Context: an optimization exercise on an open-source flow, tuned for small area, a short achievable clock period and few clock cycles per item. The choices shown serve that exercise and are no tape-out recipe.
The RTL was checked by simulation tests, not by an equivalence proof against the original design.
Power and IR drop assume default switching activity.

[config.mk]
export PLATFORM = sky130hd
export DESIGN_NAME = miss_handler
export DESIGN_NICKNAME = miss_handler
export VERILOG_FILES = /design/flow/design.v
export SDC_FILE = /design/flow/constraint.sdc
export NUM_CORES = 4
export LEC_CHECK = 0
export CAP_MARGIN = 20
export CORE_MARGIN = 2
export CORE_UTILIZATION = 70
export CTS_BUF_LIST = sky130_fd_sc_hd__clkbuf_8
export PLACE_DENSITY = 0.8
export SETUP_SLACK_MARGIN = 1.5
export SLEW_MARGIN = 20
export BUFFER_PORTS_ARGS = -buffer_cell sky130_fd_sc_hd__buf_1
export DONT_USE_CELLS = sky130_fd_sc_hd__clkdlybuf4s15_1 sky130_fd_sc_hd__clkdlybuf4s15_2 sky130_fd_sc_hd__clkdlybuf4s18_1 sky130_fd_sc_hd__clkdlybuf4s18_2 sky130_fd_sc_hd__clkdlybuf4s25_1 sky130_fd_sc_hd__clkdlybuf4s25_2 sky130_fd_sc_hd__clkdlybuf4s50_1 sky130_fd_sc_hd__clkdlybuf4s50_2 sky130_fd_sc_hd__dlygate4sd1_1 sky130_fd_sc_hd__dlygate4sd2_1 sky130_fd_sc_hd__dlygate4sd3_1 sky130_fd_sc_hd__dlymetal6s2s_1 sky130_fd_sc_hd__dlymetal6s4s_1 sky130_fd_sc_hd__dlymetal6s6s_1
export CTS_ARGS = -sink_clustering_enable -repair_clock_nets -buf_list sky130_fd_sc_hd__clkbuf_8 -dont_use_dummy_load
[constraint.sdc]
create_clock -name core_clock -period 4.5 [get_ports {clk_i}]
set_input_delay 0.9000 -clock core_clock [delete_from_list [all_inputs] [get_ports {clk_i}]]
set_output_delay 0.9000 -clock core_clock [all_outputs]
set_load 0.01 [all_outputs]
[design.v]
package miss_pkg;
    localparam int NLINE_W    = 26;
    localparam int SET_W      = 6;
    localparam int TAG_W      = 20;
    localparam int WAY_W      = 2;
    localparam int BEATS      = 4;
    localparam int BEAT_W     = 2;
    localparam int DATA_W     = 64;
    localparam int ID_W       = 4;
    localparam int MSHR_N     = 4;
    localparam int MSHR_W     = 2;
    localparam int DATA_DEPTH = 8;
    localparam int META_DEPTH = 2;
    localparam int ALLOC_W    = NLINE_W + WAY_W + BEAT_W + 2 * ID_W + 1;
    localparam int DATA_AW    = $clog2(DATA_DEPTH);
    localparam int META_AW    = $clog2(META_DEPTH);
    typedef struct packed {
        logic [NLINE_W-1:0] nline;
        logic [WAY_W-1:0]   way;
        logic [BEAT_W-1:0]  word;
        logic [ID_W-1:0]    sid;
        logic [ID_W-1:0]    tid;
        logic               need_rsp;
    } miss_alloc_t;
    typedef struct packed {
        logic        valid;
        miss_alloc_t req;
    } mshr_entry_t;
    typedef struct packed {
        logic [NLINE_W-1:0] nline;
        logic [MSHR_W-1:0]  id;
    } mem_req_t;
    typedef struct packed {
        logic [DATA_W-1:0] data;
        logic [MSHR_W-1:0] id;
        logic              error;
        logic              last;
    } mem_resp_t;
    typedef struct packed {
        logic [MSHR_W-1:0] id;
        logic              error;
    } refill_meta_t;
    typedef struct packed {
        logic [SET_W-1:0]  set;
        logic [WAY_W-1:0]  way;
        logic [BEAT_W-1:0] beat;
        logic [DATA_W-1:0] data;
    } refill_wr_t;
    typedef struct packed {
        logic [SET_W-1:0] set;
        logic [WAY_W-1:0] way;
        logic             valid;
        logic [TAG_W-1:0] tag;
    } dir_entry_t;
    typedef struct packed {
        logic [DATA_W-1:0] data;
        logic [ID_W-1:0]   sid;
        logic [ID_W-1:0]   tid;
        logic              error;
    } core_rsp_t;
endpackage
`timescale 1ns/1ps
module miss_handler (
    input  logic                         clk_i,
    input  logic                         rst_ni,
    input  logic                         alloc_valid_i,
    input  logic [38:0]                  alloc_i,
    output logic                         alloc_ready_o,
    output logic                         mshr_full_o,
    output logic                         mem_req_valid_o,
    output logic [27:0]                  mem_req_o,
    input  logic                         mem_req_ready_i,
    input  logic                         mem_resp_valid_i,
    input  logic [67:0]                  mem_resp_i,
    output logic                         mem_resp_ready_o,
    output logic                         refill_req_o,
    input  logic                         refill_gnt_i,
    output logic                         refill_wr_valid_o,
    output logic [73:0]                  refill_wr_o,
    output logic                         dir_wr_valid_o,
    output logic [28:0]                  dir_wr_o,
    output logic                         core_rsp_valid_o,
    output logic [72:0]                  core_rsp_o,
    input  logic [miss_pkg::NLINE_W-1:0] check_nline_i,
    output logic                         check_hit_o,
    output logic                         mshr_empty_o
);
    localparam int N = miss_pkg::MSHR_N;
    miss_pkg::miss_alloc_t alloc_s;
    miss_pkg::mem_resp_t   resp_s;
    miss_pkg::refill_wr_t  wr_s;
    miss_pkg::dir_entry_t  dir_s;
    miss_pkg::core_rsp_t   rsp_s;
    assign alloc_s = alloc_i;
    assign resp_s  = mem_resp_i;
    logic [N-1:0]                  valid_q;
    logic [miss_pkg::NLINE_W-1:0]  nline_q [N];
    logic [miss_pkg::WAY_W-1:0]    way_q   [N];
    logic [miss_pkg::BEAT_W-1:0]   word_q  [N];
    logic [miss_pkg::ID_W-1:0]     sid_q   [N];
    logic [miss_pkg::ID_W-1:0]     tid_q   [N];
    logic [N-1:0]                  rsp_q;
    logic [miss_pkg::MSHR_W-1:0]   idx_q, idx_d;
    logic [N-1:0]                  valid_d;
    logic                          take, ret;
    logic [miss_pkg::MSHR_W-1:0]   rid;
    assign mshr_full_o  = &valid_q;
    assign mshr_empty_o = ~|valid_q;
    assign alloc_ready_o   = mem_req_ready_i && !mshr_full_o;
    assign mem_req_valid_o = alloc_valid_i && !mshr_full_o;
    assign mem_req_o       = {alloc_s.nline, idx_q};
    assign take            = alloc_valid_i && alloc_ready_o;
    always_comb begin
        check_hit_o = 1'b0;
        for (int i = 0; i < N; i++) begin
            if (valid_q[i] && (nline_q[i] == check_nline_i)) begin
                check_hit_o = 1'b1;
            end
        end
    end
    always_comb begin
        valid_d = valid_q;
        if (ret) begin
            valid_d[rid] = 1'b0;
        end
        if (take) begin
            valid_d[idx_q] = 1'b1;
        end
    end
    always_comb begin
        idx_d = idx_q;
        if (!(mem_req_valid_o && !mem_req_ready_i)) begin
            idx_d = '0;
            for (int i = N - 1; i >= 0; i--) begin
                if (!valid_d[i]) begin
                    idx_d = miss_pkg::MSHR_W'(i);
                end
            end
        end
    end
    always_ff @(posedge clk_i or negedge rst_ni) begin
        if (!rst_ni) begin
            valid_q <= '0;
            idx_q   <= '0;
        end else begin
            valid_q <= valid_d;
            idx_q   <= idx_d;
        end
    end
    always_ff @(posedge clk_i) begin
        for (int i = 0; i < N; i++) begin
            if (take && idx_q == miss_pkg::MSHR_W'(i)) begin
                nline_q[i] <= alloc_s.nline;
                way_q[i]   <= alloc_s.way;
                word_q[i]  <= alloc_s.word;
                sid_q[i]   <= alloc_s.sid;
                tid_q[i]   <= alloc_s.tid;
                rsp_q[i]   <= alloc_s.need_rsp;
            end
        end
    end
    logic [miss_pkg::BEAT_W-1:0] cnt_q;
    logic                        mid, fire;
    assign mid              = (cnt_q != '0);
    assign refill_req_o     = mem_resp_valid_i && !mid;
    assign mem_resp_ready_o = mid || refill_gnt_i;
    assign fire             = mem_resp_valid_i && mem_resp_ready_o;
    assign rid              = resp_s.id;
    assign ret              = fire && (cnt_q == miss_pkg::BEAT_W'(miss_pkg::BEATS - 1));
    always_ff @(posedge clk_i or negedge rst_ni) begin
        if (!rst_ni) begin
            cnt_q <= '0;
        end else if (fire) begin
            cnt_q <= cnt_q + 1'b1;
        end
    end
    assign refill_wr_valid_o = fire && !resp_s.error;
    assign wr_s.set  = nline_q[rid][miss_pkg::SET_W-1:0];
    assign wr_s.way  = way_q[rid];
    assign wr_s.beat = cnt_q;
    assign wr_s.data = resp_s.data;
    assign refill_wr_o = wr_s;
    assign dir_wr_valid_o = ret;
    assign dir_s.set   = nline_q[rid][miss_pkg::SET_W-1:0];
    assign dir_s.way   = way_q[rid];
    assign dir_s.valid = !resp_s.error;
    assign dir_s.tag   = nline_q[rid][miss_pkg::NLINE_W-1 -: miss_pkg::TAG_W];
    assign dir_wr_o    = dir_s;
    logic [N-1:0] word_now;
    for (genvar g = 0; g < N; g++) begin : g_word
        assign word_now[g] = rsp_q[g] && (word_q[g] == cnt_q);
    end
    assign core_rsp_valid_o = fire && word_now[rid];
    assign rsp_s.data  = resp_s.data;
    assign rsp_s.sid   = sid_q[rid];
    assign rsp_s.tid   = tid_q[rid];
    assign rsp_s.error = resp_s.error;
    assign core_rsp_o  = rsp_s;
endmodule
[flow/run.sh]
#!/bin/bash
# Standard synthesis, then its combinational logic re-mapped by ABC without the
# slow 4-input mux/NOR/OR cells (flip-flops untouched), then the standard layout
# from that netlist, with plain buffers on the ports, delay cells kept out of
# repair and sizing not held to each cell's footprint.
set -euo pipefail
cat >> config.mk <<'MK'
export BUFFER_PORTS_ARGS = -buffer_cell sky130_fd_sc_hd__buf_1
export DONT_USE_CELLS = sky130_fd_sc_hd__clkdlybuf4s15_1 sky130_fd_sc_hd__clkdlybuf4s15_2 sky130_fd_sc_hd__clkdlybuf4s18_1 sky130_fd_sc_hd__clkdlybuf4s18_2 sky130_fd_sc_hd__clkdlybuf4s25_1 sky130_fd_sc_hd__clkdlybuf4s25_2 sky130_fd_sc_hd__clkdlybuf4s50_1 sky130_fd_sc_hd__clkdlybuf4s50_2 sky130_fd_sc_hd__dlygate4sd1_1 sky130_fd_sc_hd__dlygate4sd2_1 sky130_fd_sc_hd__dlygate4sd3_1 sky130_fd_sc_hd__dlymetal6s2s_1 sky130_fd_sc_hd__dlymetal6s4s_1 sky130_fd_sc_hd__dlymetal6s6s_1
export CTS_ARGS = -sink_clustering_enable -repair_clock_nets -buf_list sky130_fd_sc_hd__clkbuf_8 -dont_use_dummy_load
MK
bash standard.sh synth > standard_synth.log 2>&1
R=orfs/results/$FLOW_PLATFORM/miss_handler/base
LIB=$FLOW_HOME/platforms/$FLOW_PLATFORM/lib/sky130_fd_sc_hd__tt_025C_1v80.lib
YOSYS=$FLOW_HOME/../tools/install/yosys/bin/yosys
[ -x "$YOSYS" ] || YOSYS=yosys
cp $R/1_2_yosys.v $R/1_2_yosys_standard.v
printf 'set_driving_cell sky130_fd_sc_hd__buf_1\nset_load 5\n' > abc_remap.constr
sed -e "s#{LIB}#$LIB#g" -e "s#{NET_IN}#$R/1_2_yosys_standard.v#" -e "s#{NET_OUT}#$R/1_2_yosys.v#" \
    -e "s#{TOP}#$FLOW_TOP#g" -e "s#{SCRIPT}#$FLOW_HOME/scripts/abc_speed.script#" \
    -e "s#{CONSTR}#abc_remap.constr#" flow/remap.ys > remap_run.ys
"$YOSYS" -l remap.log remap_run.ys > /dev/null 2>&1
touch $R/1_2_yosys.v
bash standard.sh MATCH_CELL_FOOTPRINT=0 finish > standard.log 2>&1
[flow/remap.ys]
# Re-map the combinational logic of the standard synthesis with ORFS's ABC speed
# script, without the slow 4-input NOR and OR cells.
# The flip-flops stay as the standard synthesis made them (same cells, same names).
read_liberty -ignore_miss_func {LIB}
read_verilog {NET_IN}
hierarchy -top {TOP}
blackbox *__df* *__edf*
flatten -noscopeinfo
hierarchy -top {TOP}
opt -purge
abc -script {SCRIPT} -liberty {LIB} -constr {CONSTR} -dont_use *lpflow* -dont_use *probe* -dont_use *dlygate* -dont_use *clkdlybuf* -dont_use *dlymetal* -dont_use sky130_fd_sc_hd__nor4_1 -dont_use sky130_fd_sc_hd__nor4_2 -dont_use sky130_fd_sc_hd__nor4_4 -dont_use sky130_fd_sc_hd__nor4b_1 -dont_use sky130_fd_sc_hd__nor4b_2 -dont_use sky130_fd_sc_hd__nor4b_4 -dont_use sky130_fd_sc_hd__nor4bb_1 -dont_use sky130_fd_sc_hd__nor4bb_2 -dont_use sky130_fd_sc_hd__nor4bb_4 -dont_use sky130_fd_sc_hd__or4_1 -dont_use sky130_fd_sc_hd__or4_2 -dont_use sky130_fd_sc_hd__or4_4 -dont_use sky130_fd_sc_hd__or4b_1 -dont_use sky130_fd_sc_hd__or4b_2 -dont_use sky130_fd_sc_hd__or4b_4 -dont_use sky130_fd_sc_hd__or4bb_1 -dont_use sky130_fd_sc_hd__or4bb_2 -dont_use sky130_fd_sc_hd__or4bb_4 -D 4.5
opt_clean -purge
read_liberty -lib -ignore_redef {LIB}
hilomap -singleton -hicell sky130_fd_sc_hd__conb_1 HI -locell sky130_fd_sc_hd__conb_1 LO
insbuf -buf sky130_fd_sc_hd__buf_4 A X
check -assert -mapped
stat -liberty {LIB}
write_verilog -noattr -nohex -nodec {NET_OUT}
[standard.sh]
#!/bin/bash
# synth_recipe.tcl (not shown) runs the flow's synth.tcl, then flattens the netlist and writes it again
# the make line also repeats each setting of config.mk as NAME=value (left out here)
make -C /OpenROAD-flow-scripts/flow DESIGN_CONFIG=/design/flow/config.mk WORK_HOME=/design/flow/orfs CLKGATE_MAP_FILE= SYNTH_SCRIPT=/design/flow/synth_recipe.tcl "${@:-finish}"
==> results of run 1 <==
-- routing by layer --
layer / vias to the layer above / share of wire
met4: 4 / 0.022
met2: 422 / 0.44
met1: 2266 / 0.34
met5: - / 0.0056
li1: 1987 / -
met3: 52 / 0.19
-- power breakdown --
group	internal [uW]	switching, uW
clock network	333	443
logic	298	428
registers	1870	153
-- through the flow --
| stage | cells | setup WS [ps] | utilization | area [sq um] | hold WS [ps] |
|---|---|---|---|---|---|
| finish | 764 | 1557 | 0.7091 | 8553 | 373.8 |
| global placement | 747 | 1036 | 0.6776 | 8173 | 609.0 |
| global route | 764 | 1493 | 0.7091 | 8553 | 370.9 |
| detailed placement | 747 | 1020 | 0.6776 | 8173 | 614.7 |
| floorplan | 616 | 1511 | - | 8707 | 557.2 |
| CTS | 764 | 1500 | 0.7006 | 8451 | 348.2 |
-- worst max path at each step --
stage               slack (ps)  cells after the start               end                  from
finish                    1560                      7       check_hit_o      check_nline_i[8]
floorplan                 1510                      4   refill_wr_o[67]         mem_resp_i[2]
global route              1490                      6  core_rsp_valid_o  cnt_q[1]$_DFFE_PN0P_
global placement          1040                      4       dir_wr_o[6]         mem_resp_i[2]
CTS                       1500                      7       check_hit_o     check_nline_i[22]
detailed placement        1020                      4       dir_wr_o[6]         mem_resp_i[2]
-- registers in the layout, indices dropped and copies added (netlist names) --
signal and cells:
tid_q 16, nline_q 104, cnt_q 2, sid_q 16, word_q 8, idx_q 2
way_q 8, rsp_q 4, valid_q 4
-- critical path, delay by kind of cell --
kind          cells  cell delay, ps
xor+xnor          1             220
buf+inv           2             330
simple gates      4             580
-- cell type report --
cell class	instances	share of cell area
clock buffer	17	0.02736
inverter	10	0.004535
multi-input combinational	238	0.2876
sequential	164	0.5712
tap	168	0.02458
timing repair buffer	167	0.08470
-- cells in the final DEF (no fill, tap or decap), types with 2 or more instances in the layout --
cell and count:
edfxtp_1 156, nand3b_1 2, nor2_1 10, nor3_1 6, clkbuf_2 17, nand4_1 28, nand3_1 12, nand3_2 2
o21ai_0 2, xnor2_2 8, nand2_1 4, dfrtp_1 7, buf_4 3, o221ai_1 2, buf_6 5, clkbuf_8 17
and2_1 2, o31ai_1 2, inv_1 8, a21oi_1 2, xnor2_1 102, nor2_4 2, mux4_2 36, buf_1 140
-- repair_timing --
item	in CTS	in global routing
cloned	0	0
pin swaps	0	1
resized for setup	17	30
setup endpoints to repair	46	21
==> results.json, run 1 <==
{
  "outcome": "complete, no violations",
  "grt_pass1_vias": 4611,
  "cap_violations": 0,
  "peakVddDrop_mv": 0.3238,
  "slowest_delay_ps": 220,
  "first_pass_iters": 5,
  "gr-usage-met1": 0.4263,
  "coreArea_sq_um": 12060,
  "grt_pass1_wl_microns": 31400,
  "port_buffers": 159,
  "drc": 0,
  "fin_crit_ps": 2943,
  "slew_headroom": 0.3736,
  "clock-root-buffer": "clkbuf_8",
  "path_clk_slew_ps": 80,
  "power.density_nw_per_um2": 411.5,
  "syn_area_sq_um": 8697,
  "hpwlAfterDp_microns": 18060,
  "multiInputGateArea_sq_um": 2460,
  "arrival_ps": 2040,
  "grt_overflow": 0,
  "htree_levels": 4,
  "die_h_microns": 115.5,
  "crit_top_cell": "nand4_1",
  "grt_use_met2": 0.4784,
  "fp.dieW_microns": 115.5,
  "timing.rr.end": "nline_q[0][9]$_DFFE_PP_",
  "drive_above_1_share": 0.1762,
  "vias_per_cell": 6.192,
  "clock-sinks": 164,
  "routed_wl_microns": 23200,
  "drt-initial-drc-count": 523,
  "vias": 4731,
  "die_area_sq_um": 13330,
  "wire_per_inst_microns": 30.37,
  "crit_required_ps": 3600,
  "rsz0062_at_grt": "yes",
  "ant_nets": 0,
  "avgSynthCellArea_sq_um": 14.12,
  "cts_made_buffers": 17,
  "fillCellCount": 807,
  "antenna_cells": 0,
  "regArea_sq_um": 4886,
  "met3_usage": 0.2688,
  "fin_skew_ps": 15.50,
  "nNetsFinal": 737,
  "reg2reg_from": "valid_q[0]$_DFF_PN0_",
  "globalplace.congestion": 0.9247,
  "io_pins": 353,
  "clk_latency_ps": 460,
  "p_leak_uw": 0.002624,
  "fmax_ghz": 0.3398,
  "cts_hold_buf": 0,
  "ff2ff_path_depth": 4,
  "worstPathMaxFanout": 4,
  "worstSetupPathType": "in -> out",
  "hp-class": "in -> async",
  "crit_slowest_cell": "xnor2_2",
  "yosys_warnings": 6,
  "syn_to_final_growth_pct": -1.654,
  "grt_max_degree": 28,
  "critPathLaunchType": "input port",
  "finalPower_uw": 3520,
  "cts_tree": "done",
  "slew_violations": 0,
  "r2r_slack_ps": 2190,
  "worstPathCellList": "clkbuf_2 -> xnor2_2 -> nand4_1 -> nor3_1 -> nand3_1 -> nand4_1 -> buf_1",
  "antenna_found_initial": 0,
  "synthesis.nets": 755,
  "postCtsSetupBuffers": 0,
  "postSynthCellCount": 616,
  "clockBufferDepth": 2,
  "finalCritPeriodShare": 0.6540,
  "track_usage": 0.3506,
  "tightest_slew_ps": 936.6,
  "initial_core_util": 0.7211,
  "finalHoldViolCount": 0,
  "grt_busiest_layer": "met2",
  "setup_tns_ps": 0,
  "worst_setup_path_end_kind": "output port",
  "rows": 40,
  "finalSetupViolations": 0
}
Testbench counts, summed over its fixed seeds: cycles 9,977, items 2,400.
==> run 2, diff against run 1 <==
--- a/flow/run.sh
+++ b/flow/run.sh
@@ -9,3 +9,3 @@
 export DONT_USE_CELLS = sky130_fd_sc_hd__clkdlybuf4s15_1 sky130_fd_sc_hd__clkdlybuf4s15_2 sky130_fd_sc_hd__clkdlybuf4s18_1 sky130_fd_sc_hd__clkdlybuf4s18_2 sky130_fd_sc_hd__clkdlybuf4s25_1 sky130_fd_sc_hd__clkdlybuf4s25_2 sky130_fd_sc_hd__clkdlybuf4s50_1 sky130_fd_sc_hd__clkdlybuf4s50_2 sky130_fd_sc_hd__dlygate4sd1_1 sky130_fd_sc_hd__dlygate4sd2_1 sky130_fd_sc_hd__dlygate4sd3_1 sky130_fd_sc_hd__dlymetal6s2s_1 sky130_fd_sc_hd__dlymetal6s4s_1 sky130_fd_sc_hd__dlymetal6s6s_1
-export CTS_ARGS = -sink_clustering_enable -repair_clock_nets -buf_list sky130_fd_sc_hd__clkbuf_8 -dont_use_dummy_load
+export CTS_ARGS = -sink_clustering_enable -repair_clock_nets -buf_list sky130_fd_sc_hd__clkbuf_16 -dont_use_dummy_load
 MK
--- a/config.mk
+++ b/config.mk
@@ -16,2 +16,2 @@
 export DONT_USE_CELLS = sky130_fd_sc_hd__clkdlybuf4s15_1 sky130_fd_sc_hd__clkdlybuf4s15_2 sky130_fd_sc_hd__clkdlybuf4s18_1 sky130_fd_sc_hd__clkdlybuf4s18_2 sky130_fd_sc_hd__clkdlybuf4s25_1 sky130_fd_sc_hd__clkdlybuf4s25_2 sky130_fd_sc_hd__clkdlybuf4s50_1 sky130_fd_sc_hd__clkdlybuf4s50_2 sky130_fd_sc_hd__dlygate4sd1_1 sky130_fd_sc_hd__dlygate4sd2_1 sky130_fd_sc_hd__dlygate4sd3_1 sky130_fd_sc_hd__dlymetal6s2s_1 sky130_fd_sc_hd__dlymetal6s4s_1 sky130_fd_sc_hd__dlymetal6s6s_1
-export CTS_ARGS = -sink_clustering_enable -repair_clock_nets -buf_list sky130_fd_sc_hd__clkbuf_8 -dont_use_dummy_load
+export CTS_ARGS = -sink_clustering_enable -repair_clock_nets -buf_list sky130_fd_sc_hd__clkbuf_16 -dont_use_dummy_load
==> run 2 against run 1 <==
Clock-buffer cell count did not move; total power up 11%; synthesized cell count did not move; setup slack worse by 33 ps; critical path type unchanged; highest routed layer unchanged.
==> results.json, run 2 <==
{
  "startpoint": "check_nline_i[21]",
  "syn_to_final_growth_pct": -0.07187,
  "track_usage": 0.3588,
  "cap_violations": 0,
  "io_pins": 353,
  "largest_reg_flops": 104,
  "worstPathMaxFanout": 4,
  "clockBufferDepth": 2,
  "placed_cell_area_sq_um": 8173,
  "crit_path_end": "check_hit_o",
  "htree_levels": 4,
  "design_area_sq_um": 8691,
  "routed_wl_microns": 23810,
  "first_pass_iters": 7,
  "synthesis.nets": 755,
  "p_leak_uw": 0.002658,
  "finalHoldViolCount": 0,
  "tightest_slew_ps": 927.4,
  "fin_skew_ps": 11.43,
  "clock-sinks": 164,
  "grt_overflow": 0,
  "crit_required_ps": 3600,
  "fin_crit_ps": 2976,
  "port_buffers": 159,
  "vias": 4853,
  "top_register": "nline_q",
  "final_common_cell": "edfxtp_1",
  "finalCritPeriodShare": 0.6613,
  "place_inst": 747,
  "post-place-ws_ps": 1020,
  "cts_tree": "done",
  "slew_headroom": 0.3797,
  "arrival_ps": 2080,
  "path_clk_slew_ps": 60,
  "r2r_slack_ps": 2190,
  "grt_max_degree": 28,
  "drt-initial-drc-count": 422,
  "postSynthCellCount": 616,
  "finalHoldWorstSlack_ps": 407.6,
  "rsz0062_at_grt": "yes",
  "coreArea_sq_um": 12060,
  "initial_core_util": 0.7211,
  "power.density_nw_per_um2": 448.3,
  "critPathLaunchType": "input port",
  "timing.rr.end": "nline_q[0][18]$_DFFE_PP_",
  "yosys_warnings": 6,
  "rows": 40,
  "vias_per_cell": 6.352,
  "fp.dieW_microns": 115.5,
  "antenna_cells": 0,
  "wire_per_inst_microns": 31.17,
  "nNetsFinal": 737,
  "worst_slack_ps": 1524,
  "grt_pass1_vias": 4720,
  "slew_violations": 0,
  "fmax_ghz": 0.3360,
  "finalSetupViolations": 0,
  "outcome": "complete, no violations",
  "setup_tns_ps": 0,
  "stdcell_count": 764,
  "worst_setup_path_end_kind": "output port",
  "clock-root-buffer": "clkbuf_16",
  "globalplace.congestion": 0.9247,
  "hpwlAfterDp_microns": 18060,
  "die_area_sq_um": 13330,
  "cts_hold_buf": 0,
  "top_regs": "nline_q (104), sid_q (16), tid_q (16)",
  "drive_above_1_share": 0.1527,
  "antenna_found_initial": 0,
  "drc": 0,
  "worstSetupPathType": "in -> out",
  "clk_latency_ps": 430,
  "layout_common_cells": "156 x edfxtp_1, 150 x buf_1, 106 x xnor2_1",
  "cts_made_buffers": 17,
  "grt_pass1_wl_microns": 32320,
  "peakVddDrop_mv": 0.3498,
  "hp-class": "in -> async",
  "ant_nets": 0,
  "avgSynthCellArea_sq_um": 14.12,
  "die_h_microns": 115.5,
  "syn_area_sq_um": 8697,
  "reg2reg_from": "valid_q[0]$_DFF_PN0_",
  "ff2ff_path_depth": 4
}
## run 2: per-layer routing
layer | part of all wire | global-route usage
met1 | 0.33 | 0.4239
met5 | 0.0091 | 0.1333
met3 | 0.19 | 0.2725
met4 | 0.023 | 0.1052
met2 | 0.45 | 0.5018
## run 2: final cells by class
class / instances / area [sq um]
timing repair buffer: 167 / 711.9
clock buffer: 17 / 425.4
multi-input combinational: 238 / 2419
tap: 168 / 210.2
fill: 771 / 3371
inverter: 10 / 38.79
sequential: 164 / 4886
## run 2: where the power goes
part           internal [uW]  switching (uW)
registers               1870             155
logic                    293             432
clock network            654             495
total                   2810            1080
## run 2: worst max-delay path, stage by stage
cell and delay [ps]:
buf_1 260, xnor2_1 170, nand3_1 120, nor3_1 210, nand3_1 110, nand4_1 130, buf_1 170
## run 2: timing repair
item                       CTS  global route
cloned                       0             0
setup buffers                0             0
gates resized for setup     17            15
setup endpoints to repair   46            24
## run 2: worst min-delay path by stage
| stage | start | to | slack [ps] |
|---|---|---|---|
| 2_1_floorplan | valid_q[3]$_DFF_PN0_ | valid_q[3]$_DFF_PN0_ | 560 |
| 3_3_place_gp | valid_q[3]$_DFF_PN0_ | valid_q[3]$_DFF_PN0_ | 610 |
| 3_5_place_dp | valid_q[3]$_DFF_PN0_ | valid_q[3]$_DFF_PN0_ | 610 |
| 4_1_cts | rst_ni | valid_q[3]$_DFF_PN0_ | 400 |
| 5_1_grt | rst_ni | valid_q[3]$_DFF_PN0_ | 420 |
| 6_report | rst_ni | valid_q[3]$_DFF_PN0_ | 410 |
## run 2: through the flow
stage	total power [uW]	utilization
2_1_floorplan	2650	-
3_3_place_gp	2728	0.6776
3_5_place_dp	2750	0.6776
4_1_cts	3888	0.7165
5_1_grt	4017	0.7205
6_report	3896	0.7205
==> run 3, diff against run 2 <==
--- a/flow/run.sh
+++ b/flow/run.sh
@@ -9,3 +9,3 @@
 export DONT_USE_CELLS = sky130_fd_sc_hd__clkdlybuf4s15_1 sky130_fd_sc_hd__clkdlybuf4s15_2 sky130_fd_sc_hd__clkdlybuf4s18_1 sky130_fd_sc_hd__clkdlybuf4s18_2 sky130_fd_sc_hd__clkdlybuf4s25_1 sky130_fd_sc_hd__clkdlybuf4s25_2 sky130_fd_sc_hd__clkdlybuf4s50_1 sky130_fd_sc_hd__clkdlybuf4s50_2 sky130_fd_sc_hd__dlygate4sd1_1 sky130_fd_sc_hd__dlygate4sd2_1 sky130_fd_sc_hd__dlygate4sd3_1 sky130_fd_sc_hd__dlymetal6s2s_1 sky130_fd_sc_hd__dlymetal6s4s_1 sky130_fd_sc_hd__dlymetal6s6s_1
-export CTS_ARGS = -sink_clustering_enable -repair_clock_nets -buf_list sky130_fd_sc_hd__clkbuf_16 -dont_use_dummy_load
+export CTS_ARGS = -sink_clustering_enable -repair_clock_nets -buf_list "sky130_fd_sc_hd__clkbuf_4 sky130_fd_sc_hd__clkbuf_8" -dont_use_dummy_load
 MK
--- a/config.mk
+++ b/config.mk
@@ -16,2 +16,2 @@
 export DONT_USE_CELLS = sky130_fd_sc_hd__clkdlybuf4s15_1 sky130_fd_sc_hd__clkdlybuf4s15_2 sky130_fd_sc_hd__clkdlybuf4s18_1 sky130_fd_sc_hd__clkdlybuf4s18_2 sky130_fd_sc_hd__clkdlybuf4s25_1 sky130_fd_sc_hd__clkdlybuf4s25_2 sky130_fd_sc_hd__clkdlybuf4s50_1 sky130_fd_sc_hd__clkdlybuf4s50_2 sky130_fd_sc_hd__dlygate4sd1_1 sky130_fd_sc_hd__dlygate4sd2_1 sky130_fd_sc_hd__dlygate4sd3_1 sky130_fd_sc_hd__dlymetal6s2s_1 sky130_fd_sc_hd__dlymetal6s4s_1 sky130_fd_sc_hd__dlymetal6s6s_1
-export CTS_ARGS = -sink_clustering_enable -repair_clock_nets -buf_list sky130_fd_sc_hd__clkbuf_16 -dont_use_dummy_load
+export CTS_ARGS = -sink_clustering_enable -repair_clock_nets -buf_list "sky130_fd_sc_hd__clkbuf_4 sky130_fd_sc_hd__clkbuf_8" -dont_use_dummy_load
==> run 3 against run 2 <==
First-iteration DRC count grew 24%; non-clock buffer count did not move; final area decreased by 1.6%; die area did not move; routed wire length is 2.6% lower; worst hold slack worse by 34 ps; synthesized cell count unchanged; total power down 9.7%; final cell count stayed put; largest power group unchanged; sequential power hardly changed; sequential share of layout area up 0.90 points.
==> results.json, run 3 <==
{
  "outcome": "complete, no violations",
  "regArea_sq_um": 4886,
  "tightest_slew_ps": 936.6,
  "hp-class": "in -> async",
  "die_area_sq_um": 13330,
  "clock-root-buffer": "clkbuf_8",
  "finalPower_uw": 3520,
  "timing.rr.end": "nline_q[0][9]$_DFFE_PP_",
  "critPathLaunchType": "input port",
  "grt_pass1_vias": 4611,
  "ant_nets": 0,
  "rows": 40,
  "peakVddDrop_mv": 0.3238,
  "finalSetupViolations": 0,
  "p_leak_uw": 0.002624,
  "route.met3.wl_microns": 4395,
  "post-route-util": 0.7091,
  "finalCritPeriodShare": 0.6540,
  "fmax_ghz": 0.3398,
  "syn_to_final_growth_pct": -1.654,
  "antenna_found_initial": 0,
  "cts_hold_buf": 0,
  "grt_overflow": 0,
  "slew_violations": 0,
  "fp.dieW_microns": 115.5,
  "top_regs": "nline_q (104), sid_q (16), tid_q (16)",
  "synthesis.nets": 755,
  "wl_met1_microns": 7984,
  "fin_skew_ps": 15.50,
  "finalHoldWorstSlack_ps": 373.8,
  "syn_area_sq_um": 8697,
  "reg2reg_from": "valid_q[0]$_DFF_PN0_",
  "dr.max_layer_used": "met5",
  "wl_met2_microns": 10180,
  "fin_crit_ps": 2943,
  "path_clk_slew_ps": 80,
  "initial_core_util": 0.7211,
  "final_common_cell": "edfxtp_1",
  "arrival_ps": 2040,
  "first_pass_iters": 5,
  "hpwlAfterDp_microns": 18060,
  "cap_violations": 0,
  "layout_common_cells": "156 x edfxtp_1, 140 x buf_1, 102 x xnor2_1",
  "port_buffers": 159,
  "ff2ff_path_depth": 4,
  "largest_reg_flops": 104,
  "multiInputGateArea_sq_um": 2460,
  "wire_per_inst_microns": 30.37,
  "clk_latency_ps": 460,
  "worst_setup_path_end_kind": "output port",
  "slew_headroom": 0.3736,
  "crit_required_ps": 3600,
  "routed_wl_microns": 23200,
  "fillCellCount": 807,
  "cts_made_buffers": 17,
  "clockBufferDepth": 2,
  "power.density_nw_per_um2": 411.5,
  "nNetsFinal": 737,
  "vias_per_cell": 6.192,
  "clock-sinks": 164,
  "track_usage": 0.3506,
  "grt_max_degree": 28,
  "yosys_warnings": 6,
  "worstPathMaxFanout": 4,
  "htree_levels": 4,
  "coreArea_sq_um": 12060,
  "globalplace.congestion": 0.9247,
  "cts_tree": "done",
  "avgSynthCellArea_sq_um": 14.12,
  "drc": 0,
  "io_pins": 353,
  "postSynthCellCount": 616,
  "top_register": "nline_q",
  "die_h_microns": 115.5,
  "grt_pass1_wl_microns": 31400,
  "antenna_cells": 0,
  "worstSetupPathType": "in -> out",
  "post-place-ws_ps": 1020,
  "drive_above_1_share": 0.1762,
  "drt-initial-drc-count": 523,
  "vias": 4731,
  "worst_slack_ps": 1557,
  "finalHoldViolCount": 0,
  "setup_tns_ps": 0,
  "r2r_slack_ps": 2190,
  "rsz0062_at_grt": "yes"
}
==> run 3: changes by cell type in the layout (fill, tap and decap cells not counted), sizes merged <==
| cell | previous run | this run |
|---|---|---|
| buf | 160 | 150 |
| clkbuf | 24 | 34 |
==> run 3: critical path, stage by stage <==
cell and delay, ps:
clkbuf_2 160, xnor2_2 220, nand4_1 170, nor3_1 200, nand3_1 90, nand4_1 120, buf_1 170
==> run 3: where the power goes <==
group	internal, uW	leakage (uW)	switching, uW
sequential	1870	0.00151	153
clock	333	0.000122	443
combinational	298	0.000996	428
total	2500	0.00262	1020
==> run 3: metal layers <==
layer,up-vias,track usage
li1,1987,-
met1,2266,0.4263
met2,422,0.4784
met3,52,0.2688
met4,4,0.1076
met5,-,0.08519
==> run 3: worst max-delay path by stage <==
stage          slack (ps)  depth (start not counted)                 start               end
6_report             1560                          7      check_nline_i[8]       check_hit_o
3_3_place_gp         1040                          4         mem_resp_i[2]       dir_wr_o[6]
3_5_place_dp         1020                          4         mem_resp_i[2]       dir_wr_o[6]
5_1_grt              1490                          6  cnt_q[1]$_DFFE_PN0P_  core_rsp_valid_o
4_1_cts              1500                          7     check_nline_i[22]       check_hit_o
2_1_floorplan        1510                          4         mem_resp_i[2]   refill_wr_o[67]
==> run 3: layout make-up <==
type	instances	share of cell area
Inverter	10	0.004535
Clock buffer	17	0.02736
Multi-Input combinational cell	238	0.2876
Timing Repair Buffer	167	0.08470
Sequential cell	164	0.5712
Tap cell	168	0.02458
==> run 3: what timing repair did <==
action,CTS,global route
buffers inserted,0,0
setup endpoints to repair,46,21
pin swaps,0,1
resized for setup,17,30
==> run 3: through the flow <==
| step | instances | cell area, sq um |
|---|---|---|
| 2_1_floorplan | 616 | 8707 |
| 3_3_place_gp | 747 | 8173 |
| 3_5_place_dp | 747 | 8173 |
| 4_1_cts | 764 | 8451 |
| 5_1_grt | 764 | 8553 |
| 6_report | 764 | 8553 |

## separate check: timing with driven ports
The flow's constraints put no driver on any port. The routed layouts listed below were extracted and timed again, unchanged, in two steps. Step 1 (the two cells are an assumption about what drives the block):
set clk [get_ports {clk_i}]
set_driving_cell -lib_cell sky130_fd_sc_hd__clkbuf_16 $clk
set_driving_cell -lib_cell sky130_fd_sc_hd__buf_2 [delete_from_list [all_inputs] $clk]
Step 2, shift: input delay + t, output delay - t, t = (earliest + latest rising clock arrival at the registers) / 2. This alone moves slack from input paths to output paths. Three values: ideal ports, drivers, drivers and shift; two values: the first two.
run	t (ns)	slack for setup (ns)	worst setup path after step 2	worst data-port slew with drivers (ns)
run 1	0.487	1.557 / 1.518 / 1.518	input to output	0.27
run 2	0.463	1.524 / 1.478 / 1.478	input to output	0.27
run 3	0.487	1.557 / 1.518 / 1.518	input to output	0.27
After both steps every run listed still meets setup and hold. For run 2, which loses most, drivers alone change the setup slack by -0.046 ns; drivers and shift together by -0.046 ns.
